Source: an optimization exercise on an open RTL-to-GDS flow (aim: small area, a short achievable clock period and few clock cycles per item). Production flows keep margins and buffers that such runs may drop.
No activity file was given, so power comes from the tool's default toggle rates.

run P:
==> flow/design.v <==
module acr_dma_copy #(
   parameter int ADDR_W     = 32,
   parameter int DATA_W     = 64,
   parameter int BURST_LEN  = 16,
   parameter int FIFO_DEPTH = 32
) (
   input  logic                acr_clk,
   input  logic                acr_rst,
   input  logic                cmd_valid,
   output logic                cmd_ready,
   input  logic [ADDR_W-1:0]   cmd_src,
   input  logic [ADDR_W-1:0]   cmd_dst,
   input  logic [15:0]         cmd_beats,
   output logic                busy,
   output logic                done,
   output logic                err,
   output logic [1:0]          dbg_state,
   output logic [ADDR_W-1:0]   axi_araddr,
   output logic [3:0]          axi_arlen,
   output logic                axi_arvalid,
   input  logic                axi_arready,
   input  logic [DATA_W-1:0]   axi_rdata,
   input  logic [1:0]          axi_rresp,
   input  logic                axi_rlast,
   input  logic                axi_rvalid,
   output logic                axi_rready,
   output logic [ADDR_W-1:0]   axi_awaddr,
   output logic [3:0]          axi_awlen,
   output logic                axi_awvalid,
   input  logic                axi_awready,
   output logic [DATA_W-1:0]   axi_wdata,
   output logic [DATA_W/8-1:0] axi_wstrb,
   output logic                axi_wlast,
   output logic                axi_wvalid,
   input  logic                axi_wready,
   input  logic [1:0]          axi_bresp,
   input  logic                axi_bvalid,
   output logic                axi_bready
);
   function automatic logic [1:0] carry(input logic [3:0] b, input logic [3:0] lo);
      logic [4:0] s;
      s = 5'(b) + 5'(lo);
      carry = {s > 5'd16, s == 5'd0};     
   endfunction
   logic        busy_q, done_q, err_q;
   logic [28:0] ar_a;           
   logic [11:0] ar_k;           
   logic        ar_skip, ar_cm;
   logic [3:0]  ar_d;           
   logic        ar_lq;          
   logic        arv_q, ar_pend;
   logic [2:0]  r_out;          
   logic [28:0] aw_a;           
   logic [11:0] aw_k;
   logic        aw_skip, aw_cm;
   logic [3:0]  aw_d;           
   logic        aw_lq;          
   logic        awv_q, aw_pend;
   logic [2:0]  b_out;          
   logic [3:0]  w_lo;           
   logic        acc, nz, ar_hs, aw_hs, w_hs, b_hs, ar_last2, aw_last2;
   logic        r_end, fin, ar_one, aw_one;
   logic [1:0]  ar_c, aw_c;
   logic [3:0]  len1, ar_el, aw_el;
   logic [2:0]  b_nxt, r_nxt;
   assign acc  = cmd_valid && !busy_q && !done_q;
   assign nz   = (cmd_beats != 16'd0);
   assign ar_c = carry(cmd_beats[3:0], cmd_src[6:3]);
   assign aw_c = carry(cmd_beats[3:0], cmd_dst[6:3]);
   assign ar_one = (cmd_beats[15:5] == 11'd0) && (6'(cmd_beats[4:0]) + 6'(cmd_src[6:3]) <= 6'd16);
   assign aw_one = (cmd_beats[15:5] == 11'd0) && (6'(cmd_beats[4:0]) + 6'(cmd_dst[6:3]) <= 6'd16);
   assign len1  = cmd_beats[3:0] - 4'd1;
   assign ar_el = cmd_beats[3:0] + cmd_src[6:3] - 4'd1;
   assign aw_el = cmd_beats[3:0] + cmd_dst[6:3] - 4'd1;
   assign ar_hs = arv_q && axi_arready;
   assign aw_hs = awv_q && axi_awready;
   assign w_hs  = busy_q && axi_rvalid && axi_wready;
   assign b_hs  = busy_q && axi_bvalid;
   assign ar_last2 = ar_skip ? (ar_k == 12'd0) : (ar_k == 12'd1 || (ar_cm && ar_k == 12'd2));
   assign aw_last2 = aw_skip ? (aw_k == 12'd0) : (aw_k == 12'd1 || (aw_cm && aw_k == 12'd2));
   assign r_end   = (r_out == 3'd1) && !ar_pend;
   assign b_nxt   = b_out + 3'(aw_hs) - 3'(b_hs);
   assign r_nxt   = r_out + 3'(ar_hs) - 3'(w_hs && axi_rlast);
   assign fin     = b_hs && (b_out == 3'd1) && !aw_pend && !ar_pend && (r_out == 3'd0);
   always_ff @(posedge acr_clk) begin
      if (acr_rst) begin
         busy_q  <= 1'b0;
         done_q  <= 1'b0;
         err_q   <= 1'b0;
         arv_q   <= 1'b0;
         ar_pend <= 1'b0;
         r_out   <= 3'd0;
         awv_q   <= 1'b0;
         aw_pend <= 1'b0;
         b_out   <= 3'd0;
      end else begin
         r_out <= r_nxt;
         b_out <= b_nxt;
         if (acc) begin
            busy_q  <= nz;
            done_q  <= !nz;
            err_q   <= 1'b0;
            arv_q   <= nz;
            ar_pend <= nz;
            awv_q   <= nz;
            aw_pend <= nz;
         end else begin
            if ((w_hs && axi_rresp != 2'b00) || (b_hs && axi_bresp != 2'b00)) err_q <= 1'b1;
            if (ar_hs) begin
               arv_q <= !ar_lq && (r_nxt != 3'd7);
               if (ar_lq) ar_pend <= 1'b0;
            end else if (!arv_q && ar_pend && r_out != 3'd7) begin
               arv_q <= 1'b1;
            end
            if (aw_hs) begin
               awv_q <= !aw_lq && (b_nxt != 3'd7);
               if (aw_lq) aw_pend <= 1'b0;
            end else if (!awv_q && aw_pend && b_out != 3'd7) begin
               awv_q <= 1'b1;
            end
            done_q <= fin;
            if (fin) busy_q <= 1'b0;
         end
      end
   end
   always_ff @(posedge acr_clk) begin
      if (acc) begin
         ar_a    <= cmd_src[31:3];
         ar_k    <= cmd_beats[15:4];
         ar_skip <= ar_c[1];
         ar_cm   <= ar_c[0];
         ar_d    <= ar_one ? len1 : ar_el;
         ar_lq   <= ar_one;
         aw_a    <= cmd_dst[31:3];
         aw_k    <= cmd_beats[15:4];
         aw_skip <= aw_c[1];
         aw_cm   <= aw_c[0];
         aw_d    <= aw_one ? len1 : aw_el;
         aw_lq   <= aw_one;
         w_lo    <= cmd_dst[6:3];
      end else begin
         if (ar_hs) begin
            ar_a    <= {ar_a[28:4] + 25'd1, 4'd0};
            ar_skip <= 1'b0;
            if (!ar_skip) ar_k <= ar_k - 12'd1;
            ar_lq   <= ar_last2;
         end
         if (aw_hs) begin
            aw_a    <= {aw_a[28:4] + 25'd1, 4'd0};
            aw_skip <= 1'b0;
            if (!aw_skip) aw_k <= aw_k - 12'd1;
            aw_lq   <= aw_last2;
         end
         if (w_hs) w_lo <= w_lo + 4'd1;
      end
   end
   assign cmd_ready   = !busy_q && !done_q;
   assign busy        = busy_q;
   assign done        = done_q;
   assign err         = err_q;
   assign dbg_state   = {done_q, busy_q};
   assign axi_araddr  = {ar_a, 3'b000};
   assign axi_arlen   = ar_lq ? ar_d : ~ar_a[3:0];
   assign axi_arvalid = arv_q;
   assign axi_rready  = axi_wready;
   assign axi_awaddr  = {aw_a, 3'b000};
   assign axi_awlen   = aw_lq ? aw_d : ~aw_a[3:0];
   assign axi_awvalid = awv_q;
   assign axi_wdata   = axi_rdata;
   assign axi_wstrb   = '1;
   assign axi_wlast   = (w_lo == 4'hF) || (axi_rlast && r_end);
   assign axi_wvalid  = busy_q && axi_rvalid;
   assign axi_bready  = busy_q;
endmodule
export LEC_CHECK = 0
export CAP_MARGIN = 20
export CORE_MARGIN = 2
export CORE_UTILIZATION = 40
export SETUP_SLACK_MARGIN = 3.55
export SLEW_MARGIN = 20
create_clock -name core_clock -period 6.5 [get_ports {acr_clk}]
standard.sh (not shown) runs the stock make flow with config.mk's settings and CLKGATE_MAP_FILE= SYNTH_SCRIPT=/design/flow/synth_recipe.tcl, a recipe that flattens the netlist after the stock synthesis.
==> flow/flow/run.sh <==
#!/bin/bash
set -euo pipefail
cd "$(dirname "$0")/.."
export BUFFER_PORTS_ARGS="-buffer_cell sky130_fd_sc_hd__buf_1"
export CTS_ARGS="-sink_clustering_enable -repair_clock_nets -dont_use_dummy_load -buf_list sky130_fd_sc_hd__clkbuf_8"
bash standard.sh > standard_make.log 2>&1
Relative to run P, the following input files were edited for run Y:
-- flow/design.v --
<<< run P, line 47
   logic [11:0] ar_k;           
   logic        ar_skip, ar_cm;
   logic [3:0]  ar_d;           
   logic        ar_lq;          
   logic        arv_q, ar_pend;
>>> run Y, line 47
   logic [11:0] ar_k;           
   logic        ar_skip, ar_cm;
   logic [3:0]  ar_el;          
   logic        ar_lq;          
   logic        arv_q, ar_pend;
<<< run P, line 54
   logic [11:0] aw_k;
   logic        aw_skip, aw_cm;
   logic [3:0]  aw_d;           
   logic        aw_lq;          
   logic        awv_q, aw_pend;
>>> run Y, line 54
   logic [11:0] aw_k;
   logic        aw_skip, aw_cm;
   logic [3:0]  aw_el;          
   logic        aw_lq;          
   logic        awv_q, aw_pend;
<<< run P, line 62
   logic        r_end, fin, ar_one, aw_one;
   logic [1:0]  ar_c, aw_c;
   logic [3:0]  len1, ar_el, aw_el;
   logic [2:0]  b_nxt, r_nxt;
   assign acc  = cmd_valid && !busy_q && !done_q;
>>> run Y, line 62
   logic        r_end, fin, ar_one, aw_one;
   logic [1:0]  ar_c, aw_c;
   logic [2:0]  b_nxt, r_nxt;
   assign acc  = cmd_valid && !busy_q && !done_q;
<<< run P, line 70
   assign ar_one = (cmd_beats[15:5] == 11'd0) && (6'(cmd_beats[4:0]) + 6'(cmd_src[6:3]) <= 6'd16);
   assign aw_one = (cmd_beats[15:5] == 11'd0) && (6'(cmd_beats[4:0]) + 6'(cmd_dst[6:3]) <= 6'd16);
   assign len1  = cmd_beats[3:0] - 4'd1;
   assign ar_el = cmd_beats[3:0] + cmd_src[6:3] - 4'd1;
   assign aw_el = cmd_beats[3:0] + cmd_dst[6:3] - 4'd1;
   assign ar_hs = arv_q && axi_arready;
   assign aw_hs = awv_q && axi_awready;
>>> run Y, line 69
   assign ar_one = (cmd_beats[15:5] == 11'd0) && (6'(cmd_beats[4:0]) + 6'(cmd_src[6:3]) <= 6'd16);
   assign aw_one = (cmd_beats[15:5] == 11'd0) && (6'(cmd_beats[4:0]) + 6'(cmd_dst[6:3]) <= 6'd16);
   assign ar_hs = arv_q && axi_arready;
   assign aw_hs = awv_q && axi_awready;
<<< run P, line 130
         ar_skip <= ar_c[1];
         ar_cm   <= ar_c[0];
         ar_d    <= ar_one ? len1 : ar_el;
         ar_lq   <= ar_one;
         aw_a    <= cmd_dst[31:3];
>>> run Y, line 126
         ar_skip <= ar_c[1];
         ar_cm   <= ar_c[0];
         ar_el   <= cmd_beats[3:0] + cmd_src[6:3] - 4'd1;
         ar_lq   <= ar_one;
         aw_a    <= cmd_dst[31:3];
<<< run P, line 136
         aw_skip <= aw_c[1];
         aw_cm   <= aw_c[0];
         aw_d    <= aw_one ? len1 : aw_el;
         aw_lq   <= aw_one;
         w_lo    <= cmd_dst[6:3];
>>> run Y, line 132
         aw_skip <= aw_c[1];
         aw_cm   <= aw_c[0];
         aw_el   <= cmd_beats[3:0] + cmd_dst[6:3] - 4'd1;
         aw_lq   <= aw_one;
         w_lo    <= cmd_dst[6:3];
<<< run P, line 161
   assign dbg_state   = {done_q, busy_q};
   assign axi_araddr  = {ar_a, 3'b000};
   assign axi_arlen   = ar_lq ? ar_d : ~ar_a[3:0];
   assign axi_arvalid = arv_q;
   assign axi_rready  = axi_wready;
   assign axi_awaddr  = {aw_a, 3'b000};
   assign axi_awlen   = aw_lq ? aw_d : ~aw_a[3:0];
   assign axi_awvalid = awv_q;
   assign axi_wdata   = axi_rdata;
>>> run Y, line 157
   assign dbg_state   = {done_q, busy_q};
   assign axi_araddr  = {ar_a, 3'b000};
   assign axi_arlen   = (ar_lq ? ar_el : 4'hF) - ar_a[3:0];
   assign axi_arvalid = arv_q;
   assign axi_rready  = axi_wready;
   assign axi_awaddr  = {aw_a, 3'b000};
   assign axi_awlen   = (aw_lq ? aw_el : 4'hF) - aw_a[3:0];
   assign axi_awvalid = awv_q;
   assign axi_wdata   = axi_rdata;
[summary]
Per the comparison of run Y with run P, fraction of standard cell area in multi-input logic dropped 0.64 points, number of fill cells comparable, die area shows no meaningful change, power now sits higher, share of the clock period used by the worst path now sits higher. Fraction of met3 tracks used by global routing was lower in run P than in run Y. The tightest hold margin of run Y exceeds that of run P by 0.020 ns. Of run Y and run P, it is run Y that has the higher signal arrival time at the worst endpoint.
No run of this note included a check of the RTL's function; only the layout flow was run.

static timing again, ports no longer ideal:
The flow's constraints put no driver on any port. The routed layouts listed below were extracted and timed again, unchanged, in two steps. Step 1 (the two cells are an assumption about what drives the block):
set clk [get_ports {acr_clk}]
set_driving_cell -lib_cell sky130_fd_sc_hd__clkbuf_16 $clk
set_driving_cell -lib_cell sky130_fd_sc_hd__buf_2 [delete_from_list [all_inputs] $clk]
Step 2, shift: input delay + t, output delay - t, t = (earliest + latest rising clock arrival at the registers) / 2. This alone moves slack from input paths to output paths. Three values: ideal ports, drivers, drivers and shift; two values: the first two.
run	t, ns	slack for setup (ns)	worst setup path after step 2	clock arrival spread, ns
run P	0.454	3.549 / 3.526 / 3.132	input to register	0.024 / 0.023
run Y	0.472	3.358 / 3.321 / 3.179	input to register	0.037 / 0.036
After both steps setup and hold are still met in every run listed. The setup slack of run P, which loses most, moves by -0.023 ns with the drivers and by -0.417 ns with both steps.
